Context: an optimization exercise on an open-source flow, tuned for small area. The choices shown serve that exercise and are no tape-out recipe. Where RTL was checked, it was by simulation tests only, not by an equivalence proof against the original. For runs 1 to 4, only the layout was checked, not whether the RTL still works. Power and IR drop assume default switching activity.

**config.mk**
```make
export PLATFORM = sky130hd
export DESIGN_NAME = arp_udp_frame_generator
export DESIGN_NICKNAME = arp_udp_frame_generator
export VERILOG_FILES = /design/flow/design.v
export SDC_FILE = /design/flow/constraint.sdc
export NUM_CORES = 4
export LEC_CHECK = 0
export CAP_MARGIN = 20
export CORE_MARGIN = 2
export CORE_UTILIZATION = 45
export CTS_BUF_LIST = sky130_fd_sc_hd__clkbuf_8
export CTS_CLUSTER_DIAMETER = 80
export CTS_CLUSTER_SIZE = 16
export SLEW_MARGIN = 20
export SYNTH_HIERARCHICAL = 1
export SYNTH_MINIMUM_KEEP_SIZE = 0
```
**constraint.sdc**
```tcl
create_clock -name core_clock -period 5.0 [get_ports {clock}]
set_input_delay 1.0000 -clock core_clock [delete_from_list [all_inputs] [get_ports {clock}]]
set_output_delay 1.0000 -clock core_clock [all_outputs]
set_load 0.01 [all_outputs]
```
**design.v**
```verilog
`timescale 1ns / 1ps
module aufg_aoi222x8 (
   input  logic [7:0] a, b, c,
   input  logic       sa, sb, sc,
   output logic [7:0] y
);
   assign y = ~((a & {8{sa}}) | (b & {8{sb}}) | (c & {8{sc}}));
endmodule
module aufg_aoi22x8 (
   input  logic [7:0] a, b,
   input  logic       sa, sb,
   output logic [7:0] y
);
   assign y = ~((a & {8{sa}}) | (b & {8{sb}}));
endmodule
module aufg_nand4x8 (
   input  logic [7:0] a, b, c, d,
   output logic [7:0] y
);
   assign y = ~(a & b & c & d);
endmodule
module aufg_nand2x8 (
   input  logic [7:0] a, b,
   output logic [7:0] y
);
   assign y = ~(a & b);
endmodule
module aufg_or4x8 (
   input  logic [7:0] a, b, c, d,
   output logic [7:0] y
);
   assign y = a | b | c | d;
endmodule
module aufg_or4g8 (
   input  logic [7:0] a, b, c, d,
   input  logic       s,
   output logic [7:0] y
);
   assign y = a | b | d | (c & {8{!s}});
endmodule
module aufg_and2x8 (
   input  logic [7:0] a,
   input  logic       s,
   output logic [7:0] y
);
   assign y = a & {8{s}};
endmodule
module aufg_split8 (
   input  logic [7:0] a, b,
   input  logic       s,
   output logic [7:0] y0, y1
);
   assign y0 = (a | b) & {8{!s}};
   assign y1 = (a | b) & {8{s}};
endmodule
module aufg_dec3 (
   input  logic [2:0] x,
   input  logic       en,
   output logic [7:0] y
);
   assign y = en ? (8'd1 << x) : 8'd0;
endmodule
module aufg_image (
   input  logic        busy,
   input  logic        udp,
   input  logic [5:0]  cnt,
   input  logic        req_udp,
   input  logic [7:0]  dmac0,
   input  logic [39:0] s_dmac,
   input  logic [47:0] s_smac,
   input  logic [31:0] s_sip,
   input  logic [31:0] s_tip,
   input  logic [15:0] s_sport,
   input  logic [15:0] s_dport,
   input  logic [15:0] s_ident,
   input  logic [7:0]  s_ttl,
   input  logic [7:0]  csum_hi_n,
   output logic [7:0]  nb,
   output logic [7:0]  cs_in
);
   logic [63:0] u, a, c;
   logic        first_udp;
   logic        csph;
   logic [27:0] sel;
   logic [7:0]  k;
   logic [7:0] lo, hu, ha, hc;
   aufg_dec3 u_dec_lo (.x(cnt[2:0]), .en(1'b1), .y(lo));
   aufg_dec3 u_dec_hu (.x(cnt[5:3]), .en(udp), .y(hu));
   aufg_dec3 u_dec_ha (.x(cnt[5:3]), .en(!udp), .y(ha));
   aufg_dec3 u_dec_hc (.x(cnt[5:3]), .en(1'b1), .y(hc));
   for (genvar i = 0; i < 64; i++) begin : g_at
      assign u[i] = hu[i/8] & lo[i%8];
      assign a[i] = ha[i/8] & lo[i%8];
      assign c[i] = hc[i/8] & lo[i%8];
   end
   assign first_udp = !busy && req_udp;
   assign csph      = cnt >= 6'd5 && cnt <= 6'd16;
   assign sel[0] = first_udp;    
   assign sel[1] = u[0];    
   assign sel[2] = u[1];    
   assign sel[3] = u[2];    
   assign sel[4] = u[3];    
   assign sel[5] = u[4];    
   assign sel[6] = u[5] | a[5] | a[21];    
   assign sel[7] = u[6] | a[6] | a[22];    
   assign sel[8] = u[7] | a[7] | a[23];    
   assign sel[9] = u[8] | a[8] | a[24];    
   assign sel[10] = u[9] | a[9] | a[25];    
   assign sel[11] = u[10] | a[10] | a[26];    
   assign sel[12] = u[33];    
   assign sel[13] = u[34];    
   assign sel[14] = u[35];    
   assign sel[15] = u[36];    
   assign sel[16] = u[17] | c[5];    
   assign sel[17] = u[18] | c[6];    
   assign sel[18] = u[21] | c[7];    
   assign sel[19] = u[23] | u[24];    
   assign sel[20] = u[25] | a[27] | c[9];    
   assign sel[21] = u[26] | a[28] | c[10];    
   assign sel[22] = u[27] | a[29] | c[11];    
   assign sel[23] = u[28] | a[30] | c[12];    
   assign sel[24] = u[29] | a[37] | c[13];    
   assign sel[25] = u[30] | a[38] | c[14];    
   assign sel[26] = u[31] | a[39] | c[15];    
   assign sel[27] = u[32] | a[40] | c[16];    
   assign k[0] = u[13] | u[16] | u[22] | u[38] | u[42] | u[45] | u[48] | u[50] | u[51] | u[53] | u[54] | a[0] | a[1] | a[2] | a[3] | a[4] | a[14] | a[20] | (!busy && !req_udp);
   assign k[1] = u[16] | u[38] | u[45] | u[47] | u[50] | u[51] | u[52] | u[53] | a[0] | a[1] | a[2] | a[3] | a[4] | a[12] | a[17] | (!busy && !req_udp);
   assign k[2] = u[13] | u[38] | u[42] | u[43] | u[44] | u[45] | u[47] | u[48] | u[49] | u[50] | u[51] | a[0] | a[1] | a[2] | a[3] | a[4] | a[12] | a[17] | a[18] | (!busy && !req_udp);
   assign k[3] = u[11] | u[16] | u[41] | u[43] | u[44] | u[45] | u[47] | u[51] | u[53] | a[0] | a[1] | a[2] | a[3] | a[4] | a[11] | a[15] | (!busy && !req_udp);
   assign k[4] = u[22] | u[38] | u[49] | u[50] | u[52] | a[0] | a[1] | a[2] | a[3] | a[4] | (!busy && !req_udp);
   assign k[5] = u[16] | u[42] | u[43] | u[44] | u[45] | u[46] | u[48] | u[49] | u[50] | u[51] | u[52] | u[53] | u[54] | a[0] | a[1] | a[2] | a[3] | a[4] | (!busy && !req_udp);
   assign k[6] = u[13] | u[19] | u[41] | u[42] | u[43] | u[44] | u[45] | u[47] | u[48] | u[49] | u[50] | u[51] | u[52] | u[53] | a[0] | a[1] | a[2] | a[3] | a[4] | (!busy && !req_udp);
   assign k[7] = a[0] | a[1] | a[2] | a[3] | a[4] | (!busy && !req_udp);
   logic [79:0] t;
   aufg_aoi222x8 u_aoi0 (.a(dmac0), .b(s_dmac[39:32]), .c(s_dmac[31:24]), .sa(sel[0]), .sb(sel[1]), .sc(sel[2]), .y(t[0 +: 8]));
   aufg_aoi222x8 u_aoi1 (.a(s_dmac[23:16]), .b(s_dmac[15:8]), .c(s_dmac[7:0]), .sa(sel[3]), .sb(sel[4]), .sc(sel[5]), .y(t[8 +: 8]));
   aufg_aoi222x8 u_aoi2 (.a(s_smac[47:40]), .b(s_smac[39:32]), .c(s_smac[31:24]), .sa(sel[6]), .sb(sel[7]), .sc(sel[8]), .y(t[16 +: 8]));
   aufg_aoi222x8 u_aoi3 (.a(s_smac[23:16]), .b(s_smac[15:8]), .c(s_smac[7:0]), .sa(sel[9]), .sb(sel[10]), .sc(sel[11]), .y(t[24 +: 8]));
   aufg_aoi222x8 u_aoi4 (.a(s_sport[15:8]), .b(s_sport[7:0]), .c(s_dport[15:8]), .sa(sel[12]), .sb(sel[13]), .sc(sel[14]), .y(t[32 +: 8]));
   assign t[40 +: 8] = ~(s_dport[7:0] & {8{sel[15]}});
   aufg_aoi222x8 u_aoi6 (.a(s_ident[15:8]), .b(s_ident[7:0]), .c(s_ttl), .sa(sel[16]), .sb(sel[17]), .sc(sel[18]), .y(t[48 +: 8]));
   aufg_aoi222x8 u_aoi7 (.a(csum_hi_n), .b(s_sip[31:24]), .c(s_sip[23:16]), .sa(sel[19]), .sb(sel[20]), .sc(sel[21]), .y(t[56 +: 8]));
   aufg_aoi222x8 u_aoi8 (.a(s_sip[15:8]), .b(s_sip[7:0]), .c(s_tip[31:24]), .sa(sel[22]), .sb(sel[23]), .sc(sel[24]), .y(t[64 +: 8]));
   aufg_aoi222x8 u_aoi9 (.a(s_tip[23:16]), .b(s_tip[15:8]), .c(s_tip[7:0]), .sa(sel[25]), .sb(sel[26]), .sc(sel[27]), .y(t[72 +: 8]));
   logic [7:0] g0, g1, g2, gm, gc;
   aufg_nand4x8 u_nand0 (.a(t[0 +: 8]), .b(t[8 +: 8]), .c(t[16 +: 8]), .d(t[24 +: 8]), .y(g0));
   aufg_nand2x8 u_nand1 (.a(t[32 +: 8]), .b(t[40 +: 8]), .y(g1));
   aufg_nand4x8 u_nand2 (.a(t[48 +: 8]), .b(t[56 +: 8]), .c(t[64 +: 8]), .d(t[72 +: 8]), .y(g2));
   aufg_or4g8 u_or (.a(g0), .b(g1), .c(g2), .d(k), .s(csph), .y(nb));
   aufg_and2x8 u_cs (.a(g2), .s(csph), .y(gc));
   assign cs_in = gc;
endmodule
`timescale 1ns / 1ps
module arp_udp_frame_generator (
   input  logic        clock,
   input  logic        reset,
   input  logic        start,
   output logic        busy,
   input  logic [32:0] req_data,    
   output logic        rsp_strobe,
   output logic [8:0]  rsp_data,    
   input  logic        csr_we,
   input  logic [2:0]  csr_index,
   input  logic [47:0] csr_wdata
);
   logic [47:0] c_smac, c_dmac;
   logic [31:0] c_sip;
   logic [15:0] c_sport, c_dport, c_ident;
   logic [7:0]  c_ttl;
   logic [6:0] c_en;
   always_comb begin
      for (int k = 0; k < 7; k++) begin
         c_en[k] = reset || (csr_we && csr_index == 3'(k));
      end
   end
   always_ff @(posedge clock) begin
      if (c_en[0]) c_smac  <= reset ? 48'h0          : csr_wdata;
      if (c_en[1]) c_sip   <= reset ? 32'h7F00_0001  : csr_wdata[31:0];
      if (c_en[2]) c_dmac  <= reset ? 48'h0          : csr_wdata;
      if (c_en[3]) c_sport <= reset ? 16'd43966      : csr_wdata[15:0];
      if (c_en[4]) c_dport <= reset ? 16'd8080       : csr_wdata[15:0];
      if (c_en[5]) c_ident <= reset ? 16'h8397       : csr_wdata[15:0];
      if (c_en[6]) c_ttl   <= reset ? 8'h40          : csr_wdata[7:0];
   end
   logic       active;
   logic       udp;
   logic [5:0] cnt;
   logic [5:0] cnt_inc;
   logic       last_r;
   logic [7:0] ob;
   assign cnt_inc    = cnt + 6'd1;
   assign busy       = active && !last_r;
   assign rsp_strobe = active;
   assign rsp_data   = {ob, last_r};
   always_ff @(posedge clock) begin
      if (reset) active <= 1'b0;
      else       active <= start || busy;
   end
   always_ff @(posedge clock) begin
      if (reset || (!busy && !start)) cnt <= 6'd63;
      else                            cnt <= busy ? cnt_inc : 6'd0;
      last_r <= busy && (udp ? (cnt_inc == 6'd56) : (cnt_inc == 6'd41));
   end
   logic [47:0] s_smac;
   logic [39:0] s_dmac;
   logic [31:0] s_sip, s_tip;
   logic [15:0] s_sport, s_dport, s_ident;
   logic [7:0]  s_ttl;
   logic [15:0] acc;
   logic        acc_c;
   logic        acc_init;
   logic        acc_run;
   logic [7:0]  cs_in;
   logic [8:0]  cs_sum;
   assign acc      = s_dmac[15:0];
   assign acc_c    = s_dmac[16];
   assign acc_init = (cnt == 6'd4);
   assign acc_run  = (cnt >= 6'd4);
   assign cs_sum = {1'b0, acc[15:8]} + {1'b0, cs_in} + {8'h00, acc_c};
   always_ff @(posedge clock) begin
      if (!busy) begin
         udp     <= req_data[32];
         s_tip   <= req_data[31:0];
         s_smac  <= c_smac;
         s_dmac  <= c_dmac[39:0];
         s_sip   <= c_sip;
         s_sport <= c_sport;
         s_dport <= c_dport;
         s_ident <= c_ident;
         s_ttl   <= c_ttl;
      end else if (acc_run) begin
         if (acc_init) s_dmac[16:0] <= 17'h0853C;    
         else          s_dmac[16:0] <= {cs_sum[8], acc[7:0], cs_sum[7:0]};
      end
   end
   logic [7:0] nb;
   aufg_image u_image (
      .busy    (busy),
      .udp     (udp),
      .cnt     (cnt),
      .req_udp (req_data[32]),
      .dmac0   (c_dmac[47:40]),
      .s_dmac  (s_dmac),
      .s_smac  (s_smac),
      .s_sip   (s_sip),
      .s_tip   (s_tip),
      .s_sport (s_sport),
      .s_dport (s_dport),
      .s_ident (s_ident),
      .s_ttl   (s_ttl),
      .csum_hi_n (~acc[15:8]),
      .cs_in   (cs_in),
      .nb      (nb)
   );
   always_ff @(posedge clock) begin
      ob <= nb;
   end
endmodule
```
**flow/run.sh**
```bash
#!/bin/bash
# the standard layout, with plain buf_1 cells as the port buffers, synthesis
# buffers removed at floorplan, and abc mapping for light loads (the layout's
# repair steps size the drivers that need it)
set -euo pipefail
export BUFFER_PORTS_ARGS="-buffer_cell sky130_fd_sc_hd__buf_1"
export REMOVE_ABC_BUFFERS=1
bash standard.sh ABC_LOAD_IN_FF=1 ABC_DRIVER_CELL=sky130_fd_sc_hd__buf_8 finish > standard_flow.log 2>&1
```
**standard.sh**
```bash
#!/bin/bash
# synth_recipe.tcl (not shown) runs the flow's synth.tcl, then flattens the netlist and writes it again
# the make line also repeats each setting of config.mk as NAME=value (left out here)
make -C /OpenROAD-flow-scripts/flow DESIGN_CONFIG=/design/flow/config.mk WORK_HOME=/design/flow/orfs CLKGATE_MAP_FILE= SYNTH_SCRIPT=/design/flow/synth_recipe.tcl "${@:-finish}"
```
==> results of run 1 <==
## worst max-delay path, cell delays in order, from the launching register on
cell      delay [ns]
dfxtp_1         0.80
nor4bb_1        0.35
or2_2           0.22
nor2_1          0.09
nor2b_1         0.62
a222oi_1        0.15
nand4_1         0.15
and2_0          0.14
inv_1           0.05
fa_1            0.39
fa_1            0.45
nor2b_4         0.14
o31a_1          0.17
o22ai_1         0.10
xor2_1          0.16
o31ai_1         0.08
## report_power, final
| group | internal (uW) | switching, uW | leakage, uW |
|---|---|---|---|
| combinational | 126 | 271 | 0.00142 |
| clock | 546 | 1000 | 0.000335 |
| sequential | 4140 | 143 | 0.00405 |
## final cells by class
class	instances	area (um^2)
Fill cell	2851	17300
Sequential cell	409	12100
Multi-Input combinational cell	464	3260
Tap cell	455	569
Timing Repair Buffer	112	477
Clock buffer	29	399
Clock inverter	24	95.1
Inverter	24	90.1
## layer usage
layer | vias up | track usage | part of all wire
met5 | - | 0 | 0
met4 | 0 | 0.0531 | 0.024
met3 | 51 | 0.0214 | 0.060
met2 | 323 | 0.337 | 0.50
met1 | 4312 | 0.271 | 0.42
li1 | 3913 | - | -
## state kept, by name, indices dropped and copies added, names as in the netlist
register,count
cnt,6
s_tip,32
active,1
s_ttl,8
c_dmac,48
c_sip,32
s_ident,16
udp,1
c_ttl,8
s_sport,16
c_dport,16
s_dmac,40
ob,8
last_r,1
s_dport,16
c_ident,16
c_smac,48
s_smac,48
c_sport,16
s_sip,32
## cell usage in the layout, fill, tap and decap left out, types with 15 or more instances in the layout
| cell | n |
|---|---|
| edfxtp_1 | 393 |
| buf_1 | 97 |
| nor2b_1 | 87 |
| a222oi_1 | 75 |
| nand2_1 | 49 |
| inv_1 | 46 |
| clkbuf_8 | 29 |
| or2_2 | 24 |
| nor2_1 | 22 |
| nand4_1 | 22 |
| o21ai_0 | 18 |
| and2_0 | 16 |
| dfxtp_1 | 16 |
| a21oi_1 | 15 |
## through the flow
step / instances / cell area, um^2 / setup WS [ns]
finish: 1517 / 17000 / 0.665
global route: 1517 / 17000 / 0.339
CTS: 1517 / 17000 / 0.731
detailed placement: 1464 / 16500 / 0.780
global placement: 1464 / 16500 / 0.907
floorplan: 897 / 15500 / -4.40
## path summary, 6_finish.rpt
kind | slack, ns | cells after the start | start | to
max | 0.67 | 15 | cnt[3] | s_dmac[6]
min reg2reg | 0.42 | 0 | c_dmac[39] | s_dmac[39]
min | 0.42 | 0 | c_dmac[39] | s_dmac[39]
max reg2reg | 0.67 | 15 | cnt[3] | s_dmac[6]
==> summary.txt, run 1 <==
Route
  • Post-route ant nets: 0
  • Wire per inst: 23.3 um
  • Drt pass-1 iters: 8
  • Iteration-0 DRC Markers: 1,148
  • Via/cell ratio: 5.67
  • Drt drc: 0
  • Total vias in the final route: 8,599
  • Drt total wl: 35.4 mm

Synth
  • Syn Inst Count: 911
  • Mapped Area: 15,500 um^2
  • Avg Inst Size Synth: 17.0 um^2
  • Ys Warns: 7

Critical path
  • CP max FO: 24
  • Critical path endpoint category: flop
  • CP required: 5.33 ns
  • CP Data Arrival Time: 4.66 ns
  • Critical path class: flop to flop
  • Crit start category: flop

STA
  • Minimum clock period: 4.33 ns
  • Fin. max-slew vios: 0
  • Setup violation total in the final timing report: 0
  • Least-Margin Pin Slew: 1.02 ns
  • Worst clock skew: 0.0315 ns
  • RSZ-0062 raised after global routing: false
  • Final period util: 0.867
  • Worst hold slack: 0.419 ns
  • Final hold violations: 0
  • Slew headroom: 0.320
  • Post-route setup TNS: 0 ns
  • Achievable Freq: 231 MHz

CTS
  • Hold buffers post-CTS: 0
  • Clk sinks: 409
  • Clock transition at the registers of the reported paths: 0.10 ns
  • Setup bufs post-CTS: 0
  • CTS tree: done
  • H-tree lvl count: 1
  • Clock buffer depth: 3
  • Root buffer cell: clkbuf_8
  • Resize count post-CTS: 0
  • Num CTS Buffers: 29
  • Clock latency on the worst-skew pair: 0.60 ns

Floorplan
  • Die Ht: 190 um
  • Core area: 34,300 um^2
  • Full die area: 36,000 um^2
  • Starting Density: 0.453
  • Num ports: 99
  • # rows: 68
  • Die Width: 190 um

Placement
  • DP Wirelength: 24.3 mm
  • Routability cong.: 0.903
  • Buffers on Ports: 98

Power and ir drop
  • Worst IR drop on VDD: 0.202 mV
  • Tot Pwr: 6230 uW
  • Power density cells: 366 nW/um^2
  • Pleak: 0.00581 uW

Global routing
  • Vias in the first global route: 8,363
  • First-pass GRT wire length: 52.3 mm
  • Overall Global Routing Usage: 0.197
  • GRT overflow: 0
  • Largest net degree at the start of global routing: 82
  • Initial antenna violation count: 0

Final layout
  • Final core occ: 0.496
  • Layout area overhead: 9.54%
  • # nets final: 1,139
  • Share of cells above drive strength 1: 0.0857
  • Number of diodes: 0

Outcome
  • Status: no timing/DRC/antenna violations

Worst hold path
  • Hold Path Class: flop to flop

Job
  • Reported max-cap violation count: 0
==> run 2: changes to the inputs <==
--- a/config.mk
+++ b/config.mk
@@ -8,8 +8,8 @@
 export CAP_MARGIN = 20
 export CORE_MARGIN = 2
-export CORE_UTILIZATION = 45
+export CORE_UTILIZATION = 40
 export CTS_BUF_LIST = sky130_fd_sc_hd__clkbuf_8
-export CTS_CLUSTER_DIAMETER = 80
-export CTS_CLUSTER_SIZE = 16
+export CTS_CLUSTER_DIAMETER = 60
+export CTS_CLUSTER_SIZE = 18
 export SLEW_MARGIN = 20
 export SYNTH_HIERARCHICAL = 1
==> run 2 against run 1 <==
  * Still clean on timing, DRC and antenna
  * Critical path depth stayed put
  * Setup slack got worse by 0.020 ns
  * Register-to-register slack worse by 0.02 ns
  * Clock power rose by 9%
  * Core utilization down 5.0 points
  * Routed wire length grew 2.7%
  * Sequential share of layout area is 0.60 points lower
  * Sequential power about the same
  * Clock skew is 0.019 ns higher
  * Final area up 0.85%
  * Largest power group unchanged
==> summary.txt, run 2 <==
Floorplan
  • # rows: 72
  • Die Ht: 201 um
  • Core area: 38,500 um^2
  • Full die area: 40,400 um^2
  • Num ports: 99
  • Die Width: 201 um
  • Starting Density: 0.404

STA
  • Post-route setup TNS: 0 ns
  • Minimum clock period: 4.35 ns
  • Fin. max-slew vios: 0
  • Worst setup margin: 0.646 ns
  • Worst hold slack: 0.407 ns
  • RSZ-0062 raised after global routing: false
  • Achievable Freq: 230 MHz
  • Least-Margin Pin Slew: 1.02 ns
  • Setup violation total in the final timing report: 0
  • Slew headroom: 0.320
  • Worst clock skew: 0.0509 ns
  • Final period util: 0.871
  • Final hold violations: 0

Final layout
  • Commonest non-fill, non-tap cell in the layout: edfxtp_1
  • Most frequent cells in the layout: edfxtp_1, buf_1, nor2b_1
  • Number of diodes: 0
  • Share of cells above drive strength 1: 0.0955
  • Finished Cell Area: 17,200 um^2
  • Biggest regs: c_dmac: 48 flops, c_smac: 48 flops, s_smac: 48 flops
  • # nets final: 1,140
  • Fill count: 3,417
  • Layout area overhead: 10.5%

Synth
  • Syn Inst Count: 911
  • Ys Warns: 7
  • Avg Inst Size Synth: 17.0 um^2
  • Mapped Area: 15,500 um^2

Power and ir drop
  • Worst IR drop on VDD: 0.230 mV
  • Switching share of power: 0.236
  • Tot Pwr: 6380 uW
  • Switching power: 1500 uW
  • Sequential share of power: 0.672
  • Clock group share of total power: 0.265
  • Pleak: 0.00579 uW
  • Power density cells: 372 nW/um^2
  • Comb pwr share: 0.063
  • Power Internal: 4880 uW

CTS
  • Clock buffer depth: 3
  • Clk sinks: 409
  • H-tree lvl count: 1
  • Resize count post-CTS: 0
  • Root buffer cell: clkbuf_8
  • Hold buffers post-CTS: 0
  • Num CTS Buffers: 30
  • Clock latency on the worst-skew pair: 0.65 ns
  • Clock transition at the registers of the reported paths: 0.11 ns
  • Setup bufs post-CTS: 0
  • CTS tree: done

Placement
  • Buffers on Ports: 98
  • DP Wirelength: 25.1 mm
  • Placement Cell Area: 16,600 um^2
  • DP Worst Slack: 0.774 ns
  • Routability cong.: 0.888

Global routing
  • Initial antenna violation count: 0
  • Met2 Usage GRT: 0.303
  • GRT busiest layer: met2
  • Met3 Usage GRT: 0.0211
  • GRT overflow: 0
  • Routing usage on met1: 0.234
  • Overall Global Routing Usage: 0.177
  • Vias in the first global route: 8,345
  • First-pass GRT wire length: 53.0 mm
  • Largest net degree at the start of global routing: 86

Critical path
  • Crit start category: flop
  • CP max FO: 24
  • Critical path endpoint category: flop
  • Critical path class: flop to flop
  • R2R setup slack: 0.65 ns
  • Worst path bufs/invs: 1
  • Crit-path slowest cell: dfxtp_1
  • CP required: 5.38 ns
  • Most used cell, CP: fa_1
  • Slowest stage delay, CP: 0.80 ns
  • CP Data Arrival Time: 4.73 ns
  • Delay-heaviest family, CP: simple AND/OR/NAND/NOR gates
  • Crit-path cells: nor4bb_1 -> or2_2 -> nor2_1 -> nor2b_1 -> a222oi_1 -> nand4_1 -> and2_0 -> inv_1 -> fa_1 -> fa_1 -> nor2b_4 -> o31a_1 -> o22ai_1 -> xor2_1 -> o31ai_1

Worst hold path
  • Hold Path Class: flop to flop

Route
  • Via/cell ratio: 5.38
  • Drt pass-1 iters: 6
  • Post-route ant nets: 0
  • Drt total wl: 36.3 mm
  • Iteration-0 DRC Markers: 1,175
  • Wire per inst: 23.0 um
  • Drt drc: 0
  • Total vias in the final route: 8,475

Outcome
  • Status: no timing/DRC/antenna violations

Job
  • Reported max-cap violation count: 0
-- run 2: metal layers --
layer | routed length [um] | vias to the layer above
met5 | 0 | -
met4 | 1190 | 0
met2 | 18100 | 294
met3 | 1920 | 53
met1 | 15100 | 4214
li1 | - | 3914
-- run 2: worst paths after layout --
path | startpoint | cells after the start | end
setup reg to reg | cnt[3] | 15 | s_dmac[6]
setup / recovery | cnt[3] | 15 | s_dmac[6]
hold reg to reg | c_ident[7] | 0 | s_ident[7]
hold / removal | c_ident[7] | 0 | s_ident[7]
-- run 2: worst register-to-register path, delay by kind of cell, from the launching register on --
family | cells | cell delay [ns]
and+or+nand+nor | 7 | 1.70
adders and majority gates | 2 | 0.84
DFF | 1 | 0.80
AOI/OAI and AO/OA | 4 | 0.55
xor gates and xnor gates | 1 | 0.17
buffers and inverters | 1 | 0.05
-- run 2: final cells by class --
| cell class | instances | area, um^2 | area share |
|---|---|---|---|
| Sequential cell | 409 | 12100 | 0.707 |
| Tap cell | 518 | 648 | 0.0378 |
| Clock inverter | 18 | 133 | 0.00773 |
| Timing Repair Buffer | 112 | 477 | 0.0278 |
| Clock buffer | 31 | 427 | 0.0249 |
| Multi-Input combinational cell | 464 | 3260 | 0.190 |
| Inverter | 24 | 90.1 | 0.00525 |
-- run 2: power groups by stage --
stage	Combinational [uW]	Sequential (uW)	Clock, uW
2_1_floorplan	233	4320	0
6_report	403	4290	1690
4_1_cts	409	4290	1740
3_3_place_gp	401	4360	0
5_1_grt	443	4320	1860
3_5_place_dp	406	4370	0
-- run 2: stage by stage --
step           utilization  instances
2_1_floorplan            -        897
3_3_place_gp         0.431       1527
3_5_place_dp         0.431       1527
4_1_cts              0.446       1576
5_1_grt              0.446       1576
6_report             0.446       1576
==> run 3: changes to the inputs <==
--- a/design.v
+++ b/design.v
@@ -7,11 +7,4 @@
    assign y = ~((a & {8{sa}}) | (b & {8{sb}}) | (c & {8{sc}}));
 endmodule
-module aufg_aoi22x8 (
-   input  logic [7:0] a, b,
-   input  logic       sa, sb,
-   output logic [7:0] y
-);
-   assign y = ~((a & {8{sa}}) | (b & {8{sb}}));
-endmodule
 module aufg_nand4x8 (
    input  logic [7:0] a, b, c, d,
@@ -46,12 +39,4 @@
    assign y = a & {8{s}};
 endmodule
-module aufg_split8 (
-   input  logic [7:0] a, b,
-   input  logic       s,
-   output logic [7:0] y0, y1
-);
-   assign y0 = (a | b) & {8{!s}};
-   assign y1 = (a | b) & {8{s}};
-endmodule
 module aufg_dec3 (
    input  logic [2:0] x,
@@ -60,4 +45,10 @@
 );
    assign y = en ? (8'd1 << x) : 8'd0;
+endmodule
+module aufg_dec3n (
+   input  logic [2:0] x,
+   output logic [7:0] y
+);
+   assign y = 8'd1 << x;
 endmodule
 module aufg_image (
@@ -85,8 +76,8 @@
    logic [7:0]  k;
    logic [7:0] lo, hu, ha, hc;
-   aufg_dec3 u_dec_lo (.x(cnt[2:0]), .en(1'b1), .y(lo));
+   aufg_dec3n u_dec_lo (.x(cnt[2:0]), .y(lo));
    aufg_dec3 u_dec_hu (.x(cnt[5:3]), .en(udp), .y(hu));
    aufg_dec3 u_dec_ha (.x(cnt[5:3]), .en(!udp), .y(ha));
-   aufg_dec3 u_dec_hc (.x(cnt[5:3]), .en(1'b1), .y(hc));
+   aufg_dec3n u_dec_hc (.x(cnt[5:3]), .y(hc));
    for (genvar i = 0; i < 64; i++) begin : g_at
       assign u[i] = hu[i/8] & lo[i%8];
--- a/config.mk
+++ b/config.mk
@@ -8,8 +8,8 @@
 export CAP_MARGIN = 20
 export CORE_MARGIN = 2
-export CORE_UTILIZATION = 40
+export CORE_UTILIZATION = 45
 export CTS_BUF_LIST = sky130_fd_sc_hd__clkbuf_8
-export CTS_CLUSTER_DIAMETER = 60
-export CTS_CLUSTER_SIZE = 18
+export CTS_CLUSTER_DIAMETER = 80
+export CTS_CLUSTER_SIZE = 16
 export SLEW_MARGIN = 20
 export SYNTH_HIERARCHICAL = 1
==> run 3 against run 2 <==
  * Still clean on timing, DRC and antenna
  * Final cell count shrank 4.9%
  * Clock skew is 0.021 ns lower
  * Sequential power hardly changed
  * Register-to-register slack better by 0.05 ns
  * Routed wire length is 3.7% lower
  * Synthesized cell count shrank 0.33%
  * Flip-flop and latch count did not move
  * Critical endpoint unchanged
  * Highest routed layer unchanged
==> summary.txt, run 3 <==
Placement
  • DP Worst Slack: 0.773 ns
  • Placement Cell Area: 16,400 um^2
  • DP Wirelength: 23.9 mm
  • Routability cong.: 0.916
  • Buffers on Ports: 98

STA
  • Fin. max-slew vios: 0
  • Achievable Freq: 233 MHz
  • Minimum clock period: 4.30 ns
  • Final hold violations: 0
  • Slew headroom: 0.303
  • Worst clock skew: 0.0294 ns
  • RSZ-0062 raised after global routing: false
  • Final period util: 0.860
  • Least-Margin Pin Slew: 1.05 ns
  • Worst setup margin: 0.701 ns
  • Setup violation total in the final timing report: 0

Final layout
  • Final core occ: 0.503
  • Layout area overhead: 9.61%
  • Number of diodes: 0
  • Fill count: 2,883
  • Commonest non-fill, non-tap cell in the layout: edfxtp_1
  • Most frequent cells in the layout: edfxtp_1, buf_1, nor2b_1
  • Finished Cell Area: 17,000 um^2
  • Multi-input logic area: 3180 um^2
  • # nets final: 1,126
  • Share of cells above drive strength 1: 0.0829
  • Biggest regs: c_dmac: 48 flops, c_smac: 48 flops, s_smac: 48 flops
  • Storage element area: 12,100 um^2

Route
  • Wire per inst: 23.4 um
  • Iteration-0 DRC Markers: 1,034
  • Drt pass-1 iters: 7
  • Drt total wl: 35.0 mm
  • Via/cell ratio: 5.72
  • Post-route ant nets: 0
  • Total vias in the final route: 8,562
  • Drt drc: 0

Global routing
  • GRT overflow: 0
  • First-pass GRT wire length: 52.0 mm
  • Overall Global Routing Usage: 0.196
  • Vias in the first global route: 8,402
  • Initial antenna violation count: 1
  • Largest net degree at the start of global routing: 170

Critical path
  • Crit start category: flop
  • Critical path class: flop to flop
  • CP required: 5.45 ns
  • Path depth of the worst reg2reg path: 15
  • CP max FO: 24
  • Critical path endpoint category: flop
  • CP Data Arrival Time: 4.75 ns

CTS
  • Hold buffers post-CTS: 0
  • Clk sinks: 409
  • Clock buffer depth: 3
  • H-tree lvl count: 1
  • Num CTS Buffers: 29
  • Root buffer cell: clkbuf_8
  • CTS tree: done
  • Setup bufs post-CTS: 0
  • Resize count post-CTS: 0
  • Clock transition at the registers of the reported paths: 0.11 ns
  • Clock latency on the worst-skew pair: 0.63 ns

Floorplan
  • Starting Density: 0.459
  • Core area: 33,700 um^2
  • Full die area: 35,900 um^2
  • Num ports: 99
  • Die Width: 189 um
  • # rows: 67
  • Die Ht: 189 um

Synth
  • Ys Warns: 7
  • Avg Inst Size Synth: 17.0 um^2
  • Mapped Area: 15,500 um^2
  • Syn Inst Count: 908

Power and ir drop
  • Power density cells: 374 nW/um^2
  • Pleak: 0.00579 uW
  • Worst IR drop on VDD: 0.188 mV

Worst hold path
  • Hold Path Class: flop to flop
  • Worst hold stages: 0

Outcome
  • Status: no timing/DRC/antenna violations

Job
  • Reported max-cap violation count: 0
-- run 3: power breakdown --
group | internal [uW] | leakage (uW) | switching (uW) | total [uW]
registers | 4140 | 0.00405 | 139 | 4280
logic | 141 | 0.00139 | 302 | 443
clock network | 615 | 0.000353 | 1010 | 1620
-- run 3: final timing paths --
path / startpoint / endpoint / slack, ns
max: cnt[3] / s_dmac[6] / 0.70
min: c_smac[2] / s_smac[2] / 0.42
max reg2reg: cnt[3] / s_dmac[6] / 0.70
min reg2reg: c_smac[2] / s_smac[2] / 0.42
-- run 3: final cells by class --
type,instances,area share
Tap cell,448,0.0330
Multi-Input combinational cell,452,0.187
Timing Repair Buffer,111,0.0284
Clock inverter,24,0.00730
Inverter,24,0.00531
Sequential cell,409,0.714
Clock buffer,30,0.0243
-- run 3: metal layers --
layer | vias up | wire [um] | GRT usage | share of wire
met2 | 350 | 16700 | 0.318 | 0.48
met4 | 0 | 1510 | 0.0811 | 0.043
met3 | 68 | 2590 | 0.0335 | 0.074
met5 | - | 0 | 0 | 0
met1 | 4249 | 14200 | 0.265 | 0.41
li1 | 3895 | - | - | -
-- run 3: critical path, stage by stage, from the launching register on --
cell	delay, ns
dfxtp_1	0.78
and4b_1	0.30
or2_1	0.23
nor2_1	0.11
nor2b_1	0.57
a222oi_1	0.15
nand4_1	0.16
and2_0	0.15
inv_1	0.06
fa_1	0.40
fa_1	0.45
nor2b_4	0.14
o31a_1	0.18
o22ai_1	0.12
xor2_1	0.15
o31ai_1	0.18
-- run 3: metrics by stage --
stage | cells | total power (uW) | hold slack [ns] | setup TNS, ns
6_report | 1498 | 6350 | 0.415 | 0
5_1_grt | 1498 | 6600 | 0.426 | 0
4_1_cts | 1498 | 6400 | 0.420 | 0
3_5_place_dp | 1444 | 4810 | 0.405 | 0
3_3_place_gp | 1444 | 4800 | 0.401 | 0
2_1_floorplan | 885 | 4580 | 0.400 | -358.03
==> run 4: changes to the inputs <==
--- a/config.mk
+++ b/config.mk
@@ -8,5 +8,5 @@
 export CAP_MARGIN = 20
 export CORE_MARGIN = 2
-export CORE_UTILIZATION = 45
+export CORE_UTILIZATION = 50
 export CTS_BUF_LIST = sky130_fd_sc_hd__clkbuf_8
 export CTS_CLUSTER_DIAMETER = 80
==> run 4 against run 3 <==
  * Still clean on timing, DRC and antenna
  * Register-to-register slack gained 0.12 ns
  * Final cell count shrank 3.9%
  * Count of clock-buffer cells in the layout grew 2
==> summary.txt, run 4 <==
Final layout
  • Commonest non-fill, non-tap cell in the layout: edfxtp_1
  • Layout area overhead: 9.13%
  • Number of diodes: 0
  • # nets final: 1,129
  • Storage element area: 12,100 um^2
  • Biggest regs: c_dmac: 48 flops, c_smac: 48 flops, s_smac: 48 flops
  • Most frequent cells in the layout: edfxtp_1, buf_1, nor2b_1
  • Multi-input logic area: 3180 um^2
  • Share of cells above drive strength 1: 0.0881
  • Fill count: 2,474
  • Final Instance Count excl. Fillers: 1,440

Critical path
  • CP Data Arrival Time: 4.54 ns
  • CP max FO: 19
  • Crit start category: flop
  • Critical path endpoint category: flop
  • CP required: 5.36 ns
  • Critical path class: flop to flop

Power and ir drop
  • Pleak: 0.00575 uW
  • Worst IR drop on VDD: 0.224 mV
  • Tot Pwr: 6350 uW
  • Power density cells: 376 nW/um^2

Floorplan
  • # rows: 64
  • Full die area: 32,400 um^2
  • Core area: 30,500 um^2
  • Die Ht: 180 um
  • Starting Density: 0.507
  • Die Width: 180 um
  • Num ports: 99

STA
  • RSZ-0062 raised after global routing: false
  • Worst setup margin: 0.817 ns
  • Minimum clock period: 4.18 ns
  • Slew headroom: 0.306
  • Final period util: 0.837
  • Setup violation total in the final timing report: 0
  • Worst clock skew: 0.0301 ns
  • Least-Margin Pin Slew: 1.04 ns
  • Achievable Freq: 239 MHz
  • Final hold violations: 0
  • Fin. max-slew vios: 0

CTS
  • Setup bufs post-CTS: 0
  • Resize count post-CTS: 0
  • Hold buffers post-CTS: 0
  • Num CTS Buffers: 30
  • Clock transition at the registers of the reported paths: 0.11 ns
  • Root buffer cell: clkbuf_8
  • Clock buffer depth: 3
  • H-tree lvl count: 1
  • CTS tree: done
  • Clk sinks: 409
  • Clock latency on the worst-skew pair: 0.62 ns

Placement
  • DP Worst Slack: 0.861 ns
  • Placed Cells incl. Taps: 1,394
  • Routability cong.: 0.901
  • Buffers on Ports: 98
  • DP Wirelength: 24.3 mm

Route
  • Drt drc: 0
  • Wire per inst: 25.0 um
  • Iteration-0 DRC Markers: 1,120
  • Total vias in the final route: 8,642
  • Post-route ant nets: 0
  • Drt pass-1 iters: 7
  • Drt total wl: 36.0 mm
  • Via/cell ratio: 6.00

Global routing
  • Initial antenna violation count: 0
  • GRT overflow: 0
  • Largest net degree at the start of global routing: 153
  • First-pass GRT wire length: 53.0 mm
  • Overall Global Routing Usage: 0.220
  • Vias in the first global route: 8,448

Synth
  • Mapped Area: 15,500 um^2
  • Avg Inst Size Synth: 17.0 um^2
  • Syn Inst Count: 908
  • Ys Warns: 7

Worst hold path
  • Hold Path Class: flop to flop

Outcome
  • Status: no timing/DRC/antenna violations

Job
  • Reported max-cap violation count: 0
run 4: layer usage:
metal / up-vias / part of all wire / track usage
li1: 3894 / - / -
met1: 4329 / 0.43 / 0.322
met2: 367 / 0.48 / 0.353
met3: 52 / 0.072 / 0.0255
met4: 0 / 0.026 / 0.0598
met5: - / 0 / 0
run 4: final timing paths:
check                           cells past startpoint         end      start  slack, ns
worst max-delay path                               14  s_dmac[16]     cnt[5]       0.82
worst min-delay path                                0   s_sip[20]  c_sip[20]       0.40
worst max register to register                     14  s_dmac[16]     cnt[5]       0.82
worst min register to register                      0   s_sip[20]  c_sip[20]       0.40
run 4: layout make-up:
cell class / instances / area share
Timing Repair Buffer: 113 / 0.0294
Clock buffer: 32 / 0.0261
Sequential cell: 409 / 0.718
Inverter: 24 / 0.00533
Clock inverter: 14 / 0.00415
Multi-Input combinational cell: 452 / 0.188
Tap cell: 396 / 0.0293
run 4: critical path, stage by stage, from the launching register on:
cell      delay (ns)
dfxtp_1         0.68
and4b_1         0.29
or2_1           0.31
nor2_1          0.19
nor2b_1         0.17
a222oi_1        0.61
nand4_1         0.19
and2_0          0.21
inv_1           0.08
fa_1            0.26
nor2b_4         0.06
o31a_1          0.27
or3b_1          0.36
a31oi_1         0.19
o31ai_1         0.08
run 4: power by group:
group          leakage (uW)  switching, uW  internal, uW
logic               0.00140            308           143
registers           0.00405            141          4150
clock network      0.000301           1030           591
run 4: metrics by stage:
stage	cell area (um^2)	hold slack (ns)	setup TNS (ns)	util
2_1_floorplan	15400	0.400	-358.03	-
3_3_place_gp	16400	0.401	0	0.537
3_5_place_dp	16400	0.405	0	0.537
4_1_cts	16900	0.407	0	0.554
5_1_grt	16900	0.428	0	0.554
6_report	16900	0.399	0	0.554
==> run 5: changes to the inputs <==
--- a/design.v
+++ b/design.v
@@ -27,8 +27,8 @@
 module aufg_or4g8 (
    input  logic [7:0] a, b, c, d,
-   input  logic       s,
-   output logic [7:0] y
-);
-   assign y = a | b | d | (c & {8{!s}});
+   input  logic       sn,
+   output logic [7:0] y
+);
+   assign y = a | b | d | (c & {8{sn}});
 endmodule
 module aufg_and2x8 (
@@ -138,5 +138,5 @@
    aufg_nand2x8 u_nand1 (.a(t[32 +: 8]), .b(t[40 +: 8]), .y(g1));
    aufg_nand4x8 u_nand2 (.a(t[48 +: 8]), .b(t[56 +: 8]), .c(t[64 +: 8]), .d(t[72 +: 8]), .y(g2));
-   aufg_or4g8 u_or (.a(g0), .b(g1), .c(g2), .d(k), .s(csph), .y(nb));
+   aufg_or4g8 u_or (.a(g0), .b(g1), .c(g2), .d(k), .sn(!csph), .y(nb));
    aufg_and2x8 u_cs (.a(g2), .s(csph), .y(gc));
    assign cs_in = gc;
==> run 5 against run 4 <==
  * Critical path type unchanged
  * Power is 1.2% lower
  * Core utilization down 0.23 points
  * Synthesized cell count decreased by 1.1%
  * Global-route usage increased by 0.56 points
  * Largest cell class unchanged
  * Hold slack gained 0.018 ns
  * Still clean on timing, DRC and antenna
==> summary.txt, run 5 <==
Job
  • Reported max-cap violation count: 0

Power and ir drop
  • Pleak: 0.00580 uW
  • Worst IR drop on VDD: 0.246 mV
  • Clock group share of total power: 0.246
  • Sequential share of power: 0.683
  • Power Internal: 4830 uW
  • Switching power: 1440 uW
  • Comb pwr share: 0.071
  • Power density cells: 373 nW/um^2
  • Switching share of power: 0.230
  • Tot Pwr: 6280 uW

Final layout
  • Share of cells above drive strength 1: 0.0750
  • Layout area overhead: 9.07%
  • Biggest regs: c_dmac: 48 flops, c_smac: 48 flops, s_smac: 48 flops
  • Final core occ: 0.551
  • Most frequent cells in the layout: edfxtp_1, buf_1, nor2b_1
  • # nets final: 1,117
  • Commonest non-fill, non-tap cell in the layout: edfxtp_1
  • Number of diodes: 0

STA
  • Worst setup margin: 0.714 ns
  • RSZ-0062 raised after global routing: false
  • Final period util: 0.857
  • Worst hold slack: 0.417 ns
  • Slew headroom: 0.285
  • Achievable Freq: 233 MHz
  • Minimum clock period: 4.29 ns
  • Setup violation total in the final timing report: 0
  • Least-Margin Pin Slew: 1.07 ns
  • Fin. max-slew vios: 0
  • Post-route setup TNS: 0 ns
  • Worst clock skew: 0.0173 ns
  • Final hold violations: 0

Route
  • Drt pass-1 iters: 8
  • Total vias in the final route: 8,645
  • Via/cell ratio: 6.02
  • Drt drc: 0
  • Wire per inst: 25.4 um
  • Iteration-0 DRC Markers: 1,229
  • Drt total wl: 36.5 mm
  • Post-route ant nets: 0

Placement
  • Buffers on Ports: 98
  • DP Worst Slack: 0.811 ns
  • DP Wirelength: 24.8 mm
  • Routability cong.: 0.882

Global routing
  • Largest net degree at the start of global routing: 163
  • Overall Global Routing Usage: 0.225
  • GRT overflow: 0
  • Initial antenna violation count: 0
  • First-pass GRT wire length: 54.2 mm
  • Vias in the first global route: 8,613

Floorplan
  • Die Ht: 180 um
  • Full die area: 32,300 um^2
  • Starting Density: 0.506
  • Num ports: 99
  • Die Width: 180 um
  • # rows: 64
  • Core area: 30,500 um^2

Critical path
  • Critical path endpoint category: flop
  • Path depth of the worst reg2reg path: 12
  • Reg-to-reg endpoint: s_dmac[16]
  • CP Data Arrival Time: 4.61 ns
  • Crit-path slowest cell: dfxtp_1
  • Critical path class: flop to flop
  • Worst Setup EP: s_dmac[16]
  • Crit-path cells: and4b_1 -> or2_2 -> nor2_1 -> nor2b_1 -> a222oi_1 -> nand4_1 -> and2_0 -> ha_1 -> a21oi_1 -> or3b_1 -> a31oi_1 -> o31ai_1
  • Crit start category: flop
  • Slowest stage delay, CP: 0.70 ns
  • CP required: 5.32 ns
  • RR Startpoint: cnt[5]
  • R2R setup slack: 0.71 ns
  • CP max FO: 20
  • Crit path from: cnt[5]

Outcome
  • Status: no timing/DRC/antenna violations

CTS
  • Num CTS Buffers: 29
  • Resize count post-CTS: 0
  • Root buffer cell: clkbuf_8
  • Clock buffer depth: 3
  • Hold buffers post-CTS: 0
  • CTS tree: done
  • H-tree lvl count: 1
  • Clock transition at the registers of the reported paths: 0.10 ns
  • Clock latency on the worst-skew pair: 0.60 ns
  • Setup bufs post-CTS: 0
  • Clk sinks: 409

Synth
  • Mapped Area: 15,400 um^2
  • Avg Inst Size Synth: 17.2 um^2
  • Ys Warns: 7
  • Syn Inst Count: 898

Worst hold path
  • Min-delay src: c_dmac[24]
  • Hold Path Class: flop to flop
run 5: power groups by stage:
stage          combinational (uW)  clock (uW)  sequential [uW]
3_3_place_gp                  445           0             4360
4_1_cts                       447        1600             4290
6_report                      443        1550             4290
5_1_grt                       487        1730             4320
3_5_place_dp                  444           0             4370
2_1_floorplan                 251           0             4330
run 5: worst min path at each step:
| stage | endpoint | depth (start not counted) |
|---|---|---|
| after global placement | s_ttl[5] | 0 |
| final | s_dmac[24] | 0 |
| after floorplan | s_dmac[17] | 0 |
| after detailed placement | s_dmac[38] | 0 |
| after CTS | s_dmac[24] | 0 |
| after global routing | s_sip[27] | 0 |
run 5: final cells by class:
| class | count | area (um^2) |
|---|---|---|
| Fill cell | 2455 | 13700 |
| Sequential cell | 409 | 12100 |
| Multi-Input combinational cell | 449 | 3150 |
| Timing Repair Buffer | 113 | 497 |
| Tap cell | 396 | 495 |
| Clock buffer | 29 | 399 |
| Clock inverter | 24 | 95.1 |
| Inverter | 16 | 60.1 |
run 5: layer usage:
metal  part of all wire  wire length, um  vias up  global-route usage
li1                   -                -     3873                   -
met1               0.43            15600     4306               0.327
met3              0.084             3060       61              0.0425
met2               0.45            16600      405               0.347
met4              0.036             1310        0              0.0751
met5                  0                0        -                   0
run 5: critical path: cells and delay by family (launching register included):
kind / cells / cell delay [ns]
AND/OR/NAND/NOR: 7 / 1.85
AO/OA/AOI/OAI: 4 / 1.16
flip-flops: 1 / 0.70
adder cells (fa/ha/maj): 1 / 0.31
run 5: through the flow:
step	cells	cell area (um^2)
6_report	1436	16800
5_1_grt	1436	16800
4_1_cts	1436	16800
3_5_place_dp	1383	16300
3_3_place_gp	1383	16300
2_1_floorplan	874	15300
==> run 6: changes to the inputs <==
--- a/design.v
+++ b/design.v
@@ -86,41 +86,41 @@
    end
    assign first_udp = !busy && req_udp;
-   assign csph      = cnt >= 6'd5 && cnt <= 6'd16;
+   assign csph      = cnt >= 6'd8 && cnt <= 6'd19;
    assign sel[0] = first_udp;    
-   assign sel[1] = u[0];    
-   assign sel[2] = u[1];    
-   assign sel[3] = u[2];    
-   assign sel[4] = u[3];    
-   assign sel[5] = u[4];    
-   assign sel[6] = u[5] | a[5] | a[21];    
-   assign sel[7] = u[6] | a[6] | a[22];    
-   assign sel[8] = u[7] | a[7] | a[23];    
-   assign sel[9] = u[8] | a[8] | a[24];    
-   assign sel[10] = u[9] | a[9] | a[25];    
-   assign sel[11] = u[10] | a[10] | a[26];    
-   assign sel[12] = u[33];    
-   assign sel[13] = u[34];    
-   assign sel[14] = u[35];    
-   assign sel[15] = u[36];    
-   assign sel[16] = u[17] | c[5];    
-   assign sel[17] = u[18] | c[6];    
-   assign sel[18] = u[21] | c[7];    
-   assign sel[19] = u[23] | u[24];    
-   assign sel[20] = u[25] | a[27] | c[9];    
-   assign sel[21] = u[26] | a[28] | c[10];    
-   assign sel[22] = u[27] | a[29] | c[11];    
-   assign sel[23] = u[28] | a[30] | c[12];    
-   assign sel[24] = u[29] | a[37] | c[13];    
-   assign sel[25] = u[30] | a[38] | c[14];    
-   assign sel[26] = u[31] | a[39] | c[15];    
-   assign sel[27] = u[32] | a[40] | c[16];    
-   assign k[0] = u[13] | u[16] | u[22] | u[38] | u[42] | u[45] | u[48] | u[50] | u[51] | u[53] | u[54] | a[0] | a[1] | a[2] | a[3] | a[4] | a[14] | a[20] | (!busy && !req_udp);
-   assign k[1] = u[16] | u[38] | u[45] | u[47] | u[50] | u[51] | u[52] | u[53] | a[0] | a[1] | a[2] | a[3] | a[4] | a[12] | a[17] | (!busy && !req_udp);
-   assign k[2] = u[13] | u[38] | u[42] | u[43] | u[44] | u[45] | u[47] | u[48] | u[49] | u[50] | u[51] | a[0] | a[1] | a[2] | a[3] | a[4] | a[12] | a[17] | a[18] | (!busy && !req_udp);
-   assign k[3] = u[11] | u[16] | u[41] | u[43] | u[44] | u[45] | u[47] | u[51] | u[53] | a[0] | a[1] | a[2] | a[3] | a[4] | a[11] | a[15] | (!busy && !req_udp);
-   assign k[4] = u[22] | u[38] | u[49] | u[50] | u[52] | a[0] | a[1] | a[2] | a[3] | a[4] | (!busy && !req_udp);
-   assign k[5] = u[16] | u[42] | u[43] | u[44] | u[45] | u[46] | u[48] | u[49] | u[50] | u[51] | u[52] | u[53] | u[54] | a[0] | a[1] | a[2] | a[3] | a[4] | (!busy && !req_udp);
-   assign k[6] = u[13] | u[19] | u[41] | u[42] | u[43] | u[44] | u[45] | u[47] | u[48] | u[49] | u[50] | u[51] | u[52] | u[53] | a[0] | a[1] | a[2] | a[3] | a[4] | (!busy && !req_udp);
-   assign k[7] = a[0] | a[1] | a[2] | a[3] | a[4] | (!busy && !req_udp);
+   assign sel[1] = u[3];    
+   assign sel[2] = u[4];    
+   assign sel[3] = u[5];    
+   assign sel[4] = u[6];    
+   assign sel[5] = u[7];    
+   assign sel[6] = u[8] | a[8] | a[24];    
+   assign sel[7] = u[9] | a[9] | a[25];    
+   assign sel[8] = u[10] | a[10] | a[26];    
+   assign sel[9] = u[11] | a[11] | a[27];    
+   assign sel[10] = u[12] | a[12] | a[28];    
+   assign sel[11] = u[13] | a[13] | a[29];    
+   assign sel[12] = u[36];    
+   assign sel[13] = u[37];    
+   assign sel[14] = u[38];    
+   assign sel[15] = u[39];    
+   assign sel[16] = u[20] | c[8];    
+   assign sel[17] = u[21] | c[9];    
+   assign sel[18] = u[24] | c[10];    
+   assign sel[19] = u[26] | u[27];    
+   assign sel[20] = u[28] | a[30] | c[12];    
+   assign sel[21] = u[29] | a[31] | c[13];    
+   assign sel[22] = u[30] | a[32] | c[14];    
+   assign sel[23] = u[31] | a[33] | c[15];    
+   assign sel[24] = u[32] | a[40] | c[16];    
+   assign sel[25] = u[33] | a[41] | c[17];    
+   assign sel[26] = u[34] | a[42] | c[18];    
+   assign sel[27] = u[35] | a[43] | c[19];    
+   assign k[0] = u[16] | u[19] | u[25] | u[41] | u[45] | u[48] | u[51] | u[53] | u[54] | u[56] | u[57] | a[3] | a[4] | a[5] | a[6] | a[7] | a[17] | a[23] | (!busy && !req_udp);
+   assign k[1] = u[19] | u[41] | u[48] | u[50] | u[53] | u[54] | u[55] | u[56] | a[3] | a[4] | a[5] | a[6] | a[7] | a[15] | a[20] | (!busy && !req_udp);
+   assign k[2] = u[16] | u[41] | u[45] | u[46] | u[47] | u[48] | u[50] | u[51] | u[52] | u[53] | u[54] | a[3] | a[4] | a[5] | a[6] | a[7] | a[15] | a[20] | a[21] | (!busy && !req_udp);
+   assign k[3] = u[14] | u[19] | u[44] | u[46] | u[47] | u[48] | u[50] | u[54] | u[56] | a[3] | a[4] | a[5] | a[6] | a[7] | a[14] | a[18] | (!busy && !req_udp);
+   assign k[4] = u[25] | u[41] | u[52] | u[53] | u[55] | a[3] | a[4] | a[5] | a[6] | a[7] | (!busy && !req_udp);
+   assign k[5] = u[19] | u[45] | u[46] | u[47] | u[48] | u[49] | u[51] | u[52] | u[53] | u[54] | u[55] | u[56] | u[57] | a[3] | a[4] | a[5] | a[6] | a[7] | (!busy && !req_udp);
+   assign k[6] = u[16] | u[22] | u[44] | u[45] | u[46] | u[47] | u[48] | u[50] | u[51] | u[52] | u[53] | u[54] | u[55] | u[56] | a[3] | a[4] | a[5] | a[6] | a[7] | (!busy && !req_udp);
+   assign k[7] = a[3] | a[4] | a[5] | a[6] | a[7] | (!busy && !req_udp);
    logic [79:0] t;
    aufg_aoi222x8 u_aoi0 (.a(dmac0), .b(s_dmac[39:32]), .c(s_dmac[31:24]), .sa(sel[0]), .sb(sel[1]), .sc(sel[2]), .y(t[0 +: 8]));
@@ -190,6 +190,6 @@
    always_ff @(posedge clock) begin
       if (reset || (!busy && !start)) cnt <= 6'd63;
-      else                            cnt <= busy ? cnt_inc : 6'd0;
-      last_r <= busy && (udp ? (cnt_inc == 6'd56) : (cnt_inc == 6'd41));
+      else                            cnt <= busy ? cnt_inc : 6'd3;
+      last_r <= busy && (udp ? (cnt_inc == 6'd59) : (cnt_inc == 6'd44));
    end
    logic [47:0] s_smac;
@@ -206,6 +206,6 @@
    assign acc      = s_dmac[15:0];
    assign acc_c    = s_dmac[16];
-   assign acc_init = (cnt == 6'd4);
-   assign acc_run  = (cnt >= 6'd4);
+   assign acc_init = (cnt == 6'd7);
+   assign acc_run  = (cnt >= 6'd7);
    assign cs_sum = {1'b0, acc[15:8]} + {1'b0, cs_in} + {8'h00, acc_c};
    always_ff @(posedge clock) begin
--- a/config.mk
+++ b/config.mk
@@ -8,5 +8,5 @@
 export CAP_MARGIN = 20
 export CORE_MARGIN = 2
-export CORE_UTILIZATION = 50
+export CORE_UTILIZATION = 55
 export CTS_BUF_LIST = sky130_fd_sc_hd__clkbuf_8
 export CTS_CLUSTER_DIAMETER = 80
==> run 6 against run 5 <==
  * Maximum frequency decreased by 4.0%
  * Core utilization grew 5.4 points
  * Power rose by 1.0%
  * Setup slack got worse by 0.18 ns
  * Non-clock buffer count down 3
  * Clock power increased by 5%
  * Flip-flop and latch count unchanged
  * Final area fell by 0.59%
  * Final cell count down 2.6%
  * Critical path depth up 2
  * Critical path type unchanged
  * Largest power group unchanged
==> summary.txt, run 6 <==
Route
  • Wire per inst: 25.7 um
  • Via/cell ratio: 6.09
  • Drt pass-1 iters: 7
  • Post-route ant nets: 0
  • Drt drc: 0
  • Total vias in the final route: 8,520
  • Drt total wl: 35.9 mm
  • Iteration-0 DRC Markers: 981

Global routing
  • Initial antenna violation count: 0
  • Overall Global Routing Usage: 0.245
  • GRT overflow: 0
  • Vias in the first global route: 8,308
  • First-pass GRT wire length: 52.1 mm
  • Largest net degree at the start of global routing: 92

Final layout
  • Final Instance Count excl. Fillers: 1,398
  • Share of cells above drive strength 1: 0.0794
  • Commonest non-fill, non-tap cell in the layout: edfxtp_1
  • Storage element area: 12,100 um^2
  • Number of diodes: 0
  • Final core occ: 0.605
  • Layout area overhead: 9.05%
  • Fill count: 2,141
  • Multi-input logic area: 3080 um^2
  • # nets final: 1,095
  • Most frequent cells in the layout: edfxtp_1, buf_1, nor2b_1
  • Biggest regs: c_dmac: 48 flops, c_smac: 48 flops, s_smac: 48 flops

Critical path
  • RR Startpoint: cnt[5]
  • Crit start category: flop
  • Reg-to-reg endpoint: s_dmac[6]
  • Path depth of the worst reg2reg path: 14
  • Critical path endpoint category: flop
  • CP max FO: 20
  • R2R setup slack: 0.53 ns
  • CP required: 5.45 ns
  • CP Data Arrival Time: 4.92 ns
  • Critical path class: flop to flop

STA
  • Fin. max-slew vios: 0
  • Worst setup margin: 0.534 ns
  • Achievable Freq: 224 MHz
  • Least-Margin Pin Slew: 1.18 ns
  • Worst clock skew: 0.0257 ns
  • RSZ-0062 raised after global routing: false
  • Minimum clock period: 4.47 ns
  • Setup violation total in the final timing report: 0
  • Final period util: 0.893
  • Slew headroom: 0.215
  • Final hold violations: 0

CTS
  • Root buffer cell: clkbuf_8
  • H-tree lvl count: 1
  • Num CTS Buffers: 29
  • Setup bufs post-CTS: 0
  • CTS tree: done
  • Clock latency on the worst-skew pair: 0.63 ns
  • Hold buffers post-CTS: 0
  • Resize count post-CTS: 0
  • Clock transition at the registers of the reported paths: 0.10 ns
  • Clock buffer depth: 3
  • Clk sinks: 409

Floorplan
  • Die Width: 171 um
  • Die Ht: 171 um
  • Full die area: 29,200 um^2
  • # rows: 61
  • Num ports: 99
  • Starting Density: 0.555
  • Core area: 27,600 um^2

Synth
  • Mapped Area: 15,300 um^2
  • Ys Warns: 7
  • Syn Inst Count: 878
  • Avg Inst Size Synth: 17.5 um^2

Placement
  • DP Worst Slack: 0.625 ns
  • Buffers on Ports: 98
  • DP Wirelength: 24.6 mm
  • Routability cong.: 0.943
  • Placed Cells incl. Taps: 1,344

Worst hold path
  • Min-delay src: c_sport[2]
  • Hold EP: s_sport[2]
  • Hold Path Class: flop to flop
  • Worst hold stages: 0

Job
  • Reported max-cap violation count: 0

Power and ir drop
  • Tot Pwr: 6340 uW
  • Pleak: 0.00577 uW
  • Power density cells: 379 nW/um^2
  • Worst IR drop on VDD: 0.286 mV

Outcome
  • Status: no timing/DRC/antenna violations
-- run 6: worst max-delay path, stage by stage (launching register included) --
cell and delay (ns):
dfxtp_1 0.73, nor4bb_1 0.62, nor3_1 0.22, nor2b_1 0.61, a222oi_1 0.14, nand4_1 0.18
and2_0 0.14, inv_1 0.05, fa_1 0.40, fa_1 0.45, nor2b_4 0.14, o31a_1 0.17
o22ai_1 0.11, xor2_1 0.15, o31ai_1 0.19
-- run 6: through the flow --
| stage | TNS (ns) | hold WS [ns] | cell area [um^2] |
|---|---|---|---|
| after floorplan | -334.68 | 0.400 | 15200 |
| after global placement | 0 | 0.401 | 16200 |
| after detailed placement | 0 | 0.405 | 16200 |
| after CTS | 0 | 0.413 | 16700 |
| after global routing | 0 | 0.429 | 16700 |
| final | 0 | 0.425 | 16700 |
-- run 6: where the power goes --
| part | switching [uW] | internal [uW] |
|---|---|---|
| sequential | 138 | 4140 |
| combinational | 300 | 141 |
| clock | 1020 | 601 |
| total | 1460 | 4890 |
-- run 6: worst max path at each step --
| stage | from | slack (ns) | cells past startpoint | end |
|---|---|---|---|---|
| final | cnt[5] | 0.53 | 14 | s_dmac[6] |
| after floorplan | last_r | -2.92 | 3 | s_dmac[0] |
| after global placement | cnt[4] | 0.82 | 12 | s_dmac[16] |
| after CTS | cnt[5] | 0.58 | 14 | s_dmac[6] |
| after global routing | cnt[5] | 0.19 | 14 | s_dmac[6] |
| after detailed placement | cnt[5] | 0.63 | 14 | s_dmac[6] |
-- run 6: area by class of cell --
cell class	instances	share of cell area
inverters	15	0.00337
well taps	378	0.0283
clock inverters	25	0.00771
repair buffers	110	0.0278
multi-input cells	432	0.184
flip-flops and latches	409	0.725
clock buffers	29	0.0239
-- run 6: layer usage --
layer,up-vias,global-route usage,share of wire
met5,-,0,0
met4,0,0.0578,0.023
met1,4293,0.335,0.41
met2,373,0.407,0.49
li1,3799,-,-
met3,55,0.0516,0.083
==> run 7: changes to the inputs <==
--- a/config.mk
+++ b/config.mk
@@ -8,5 +8,5 @@
 export CAP_MARGIN = 20
 export CORE_MARGIN = 2
-export CORE_UTILIZATION = 55
+export CORE_UTILIZATION = 50
 export CTS_BUF_LIST = sky130_fd_sc_hd__clkbuf_8
 export CTS_CLUSTER_DIAMETER = 80
==> run 7 against run 6 <==
  * Still clean
  * Count of clock-buffer cells in the layout grew 1
  * Register-to-register slack lost 0.09 ns
  * Combinational power shrank 2%
  * Synthesized area is the same
  * Routed wire length shrank 5.2%
  * Flip-flop and latch count is the same
  * Final area grew 0.12%
  * Largest cell class unchanged
==> summary.txt, run 7 <==
Final layout
  • Final Instance Count excl. Fillers: 1,417
  • Number of diodes: 0
  • Fill count: 2,474
  • Most frequent cells in the layout: edfxtp_1, buf_1, nor2b_1
  • # nets final: 1,095
  • Biggest regs: c_dmac: 48 flops, c_smac: 48 flops, s_smac: 48 flops
  • Commonest non-fill, non-tap cell in the layout: edfxtp_1
  • Layout area overhead: 9.18%
  • Storage element area: 12,100 um^2
  • Multi-input logic area: 3080 um^2
  • Share of cells above drive strength 1: 0.0803

Route
  • Drt pass-1 iters: 8
  • Routed wl met2: 15.9 mm
  • Metal3 WL: 2.45 mm
  • Highest metal used: met4
  • DRT met1 WL: 14.7 mm
  • Total vias in the final route: 8,403
  • Iteration-0 DRC Markers: 1,072
  • Post-route ant nets: 0
  • Drt total wl: 34.0 mm
  • Drt drc: 0
  • Via/cell ratio: 5.93
  • Wire per inst: 24.0 um

STA
  • Setup violation total in the final timing report: 0
  • Worst hold slack: 0.415 ns
  • Least-Margin Pin Slew: 1.00 ns
  • Slew headroom: 0.331
  • Final period util: 0.912
  • Fin. max-slew vios: 0
  • Achievable Freq: 219 MHz
  • Post-route setup TNS: 0 ns
  • Worst clock skew: 0.0285 ns
  • RSZ-0062 raised after global routing: false
  • Minimum clock period: 4.56 ns
  • Final hold violations: 0

Critical path
  • CP required: 5.43 ns
  • Critical path endpoint category: flop
  • RR Startpoint: cnt[5]
  • CP Data Arrival Time: 4.99 ns
  • CP max FO: 20
  • Critical path class: flop to flop
  • Crit path from: cnt[5]
  • Crit start category: flop

Synth
  • Mapped Area: 15,300 um^2
  • Ys Warns: 7
  • Syn Inst Count: 878
  • Avg Inst Size Synth: 17.5 um^2

Global routing
  • Initial antenna violation count: 0
  • Largest net degree at the start of global routing: 92
  • Vias in the first global route: 8,182
  • Overall Global Routing Usage: 0.212
  • GRT overflow: 0
  • First-pass GRT wire length: 49.6 mm

CTS
  • H-tree lvl count: 1
  • CTS tree: done
  • Hold buffers post-CTS: 0
  • Clock buffer depth: 3
  • Clock transition at the registers of the reported paths: 0.10 ns
  • Num CTS Buffers: 30
  • Clock latency on the worst-skew pair: 0.61 ns
  • Root buffer cell: clkbuf_8
  • Resize count post-CTS: 0
  • Clk sinks: 409
  • Setup bufs post-CTS: 0

Floorplan
  • Die Ht: 179 um
  • Full die area: 32,100 um^2
  • Starting Density: 0.504
  • Num ports: 99
  • Core area: 30,400 um^2
  • Die Width: 179 um
  • # rows: 64

Power and ir drop
  • Pleak: 0.00577 uW
  • Worst IR drop on VDD: 0.235 mV
  • Power density cells: 377 nW/um^2

Placement
  • Placed Cells incl. Taps: 1,361
  • DP Wirelength: 23.1 mm
  • Buffers on Ports: 98
  • Routability cong.: 0.914

Worst hold path
  • Hold Path Class: flop to flop
  • Min-delay src: c_sport[2]

Job
  • Reported max-cap violation count: 0

Outcome
  • Status: no timing/DRC/antenna violations
run 7: worst paths after layout:
path	slack (ns)	cells after the start	end
max	0.44	14	s_dmac[6]
min	0.42	0	s_sport[2]
min reg2reg	0.42	0	s_sport[2]
max reg2reg	0.44	14	s_dmac[6]
run 7: worst max-delay path, cell delays in order (launching register included):
cell	delay [ns]
dfxtp_1	0.71
nor4bb_1	0.65
nor3_1	0.22
nor2b_1	0.60
a222oi_1	0.16
nand4_1	0.20
and2_0	0.15
inv_1	0.05
fa_1	0.41
fa_1	0.45
nor2b_4	0.13
o31a_1	0.18
o22ai_1	0.11
xor2_1	0.15
o31ai_1	0.20
run 7: cell type report:
cell class	instances	area share
Sequential cell	409	0.724
Multi-Input combinational cell	432	0.184
Tap cell	396	0.0296
Timing Repair Buffer	109	0.0274
Clock buffer	30	0.0247
Clock inverter	26	0.00717
Inverter	15	0.00336
run 7: per-stage QoR:
stage	setup WS (ns)	instance area, um^2	power, uW	util
after floorplan	-2.92	15200	4570	-
after global placement	0.808	16200	4790	0.533
after detailed placement	0.582	16200	4790	0.533
after CTS	0.517	16700	6370	0.550
after global routing	0.163	16700	6570	0.550
final	0.442	16700	6310	0.550
run 7: per-layer routing:
metal  track usage  vias up
met3        0.0282       53
met2         0.340      361
met5             0        -
met4        0.0679        0
li1              -     3803
met1         0.305     4186
run 7: power by group:
group | switching (uW) | total [uW] | internal, uW
Sequential | 135 | 4280 | 4140
Clock | 1020 | 1600 | 575
Combinational | 293 | 434 | 141

afterwards: timing with drivers on the ports:
No port has a modelled driver above. Below, the same layouts with a new extraction and two added sets of constraints. Step 1 sets driving cells, clkbuf_16 on the clock port and buf_2 on the other inputs (assumed; they add their load-dependent delay and slew). Step 2 adds t to the input delays and takes it off the output delays; t is the mean of the earliest and latest rising clock arrival at the registers after step 1. Input paths then give back, and output paths get back, about the clock's delay inside the block. a / b / c = ideal ports / drivers / drivers and shift; a / b = the first two.
run	t, ns	setup slack, ns	hold slack, ns
run 1	0.629	0.665 / 0.665 / 0.665	0.419 / 0.419 / 0.419
run 2	0.667	0.646 / 0.646 / 0.646	0.407 / 0.407 / 0.407
run 3	0.659	0.701 / 0.701 / 0.701	0.415 / 0.415 / 0.415
run 4	0.649	0.817 / 0.817 / 0.817	0.399 / 0.399 / 0.399
run 5	0.641	0.714 / 0.714 / 0.714	0.417 / 0.417 / 0.417
run 6	0.666	0.534 / 0.534 / 0.534	0.425 / 0.425 / 0.425
run 7	0.639	0.442 / 0.442 / 0.442	0.415 / 0.415 / 0.415
After both steps every run listed still meets setup and hold.
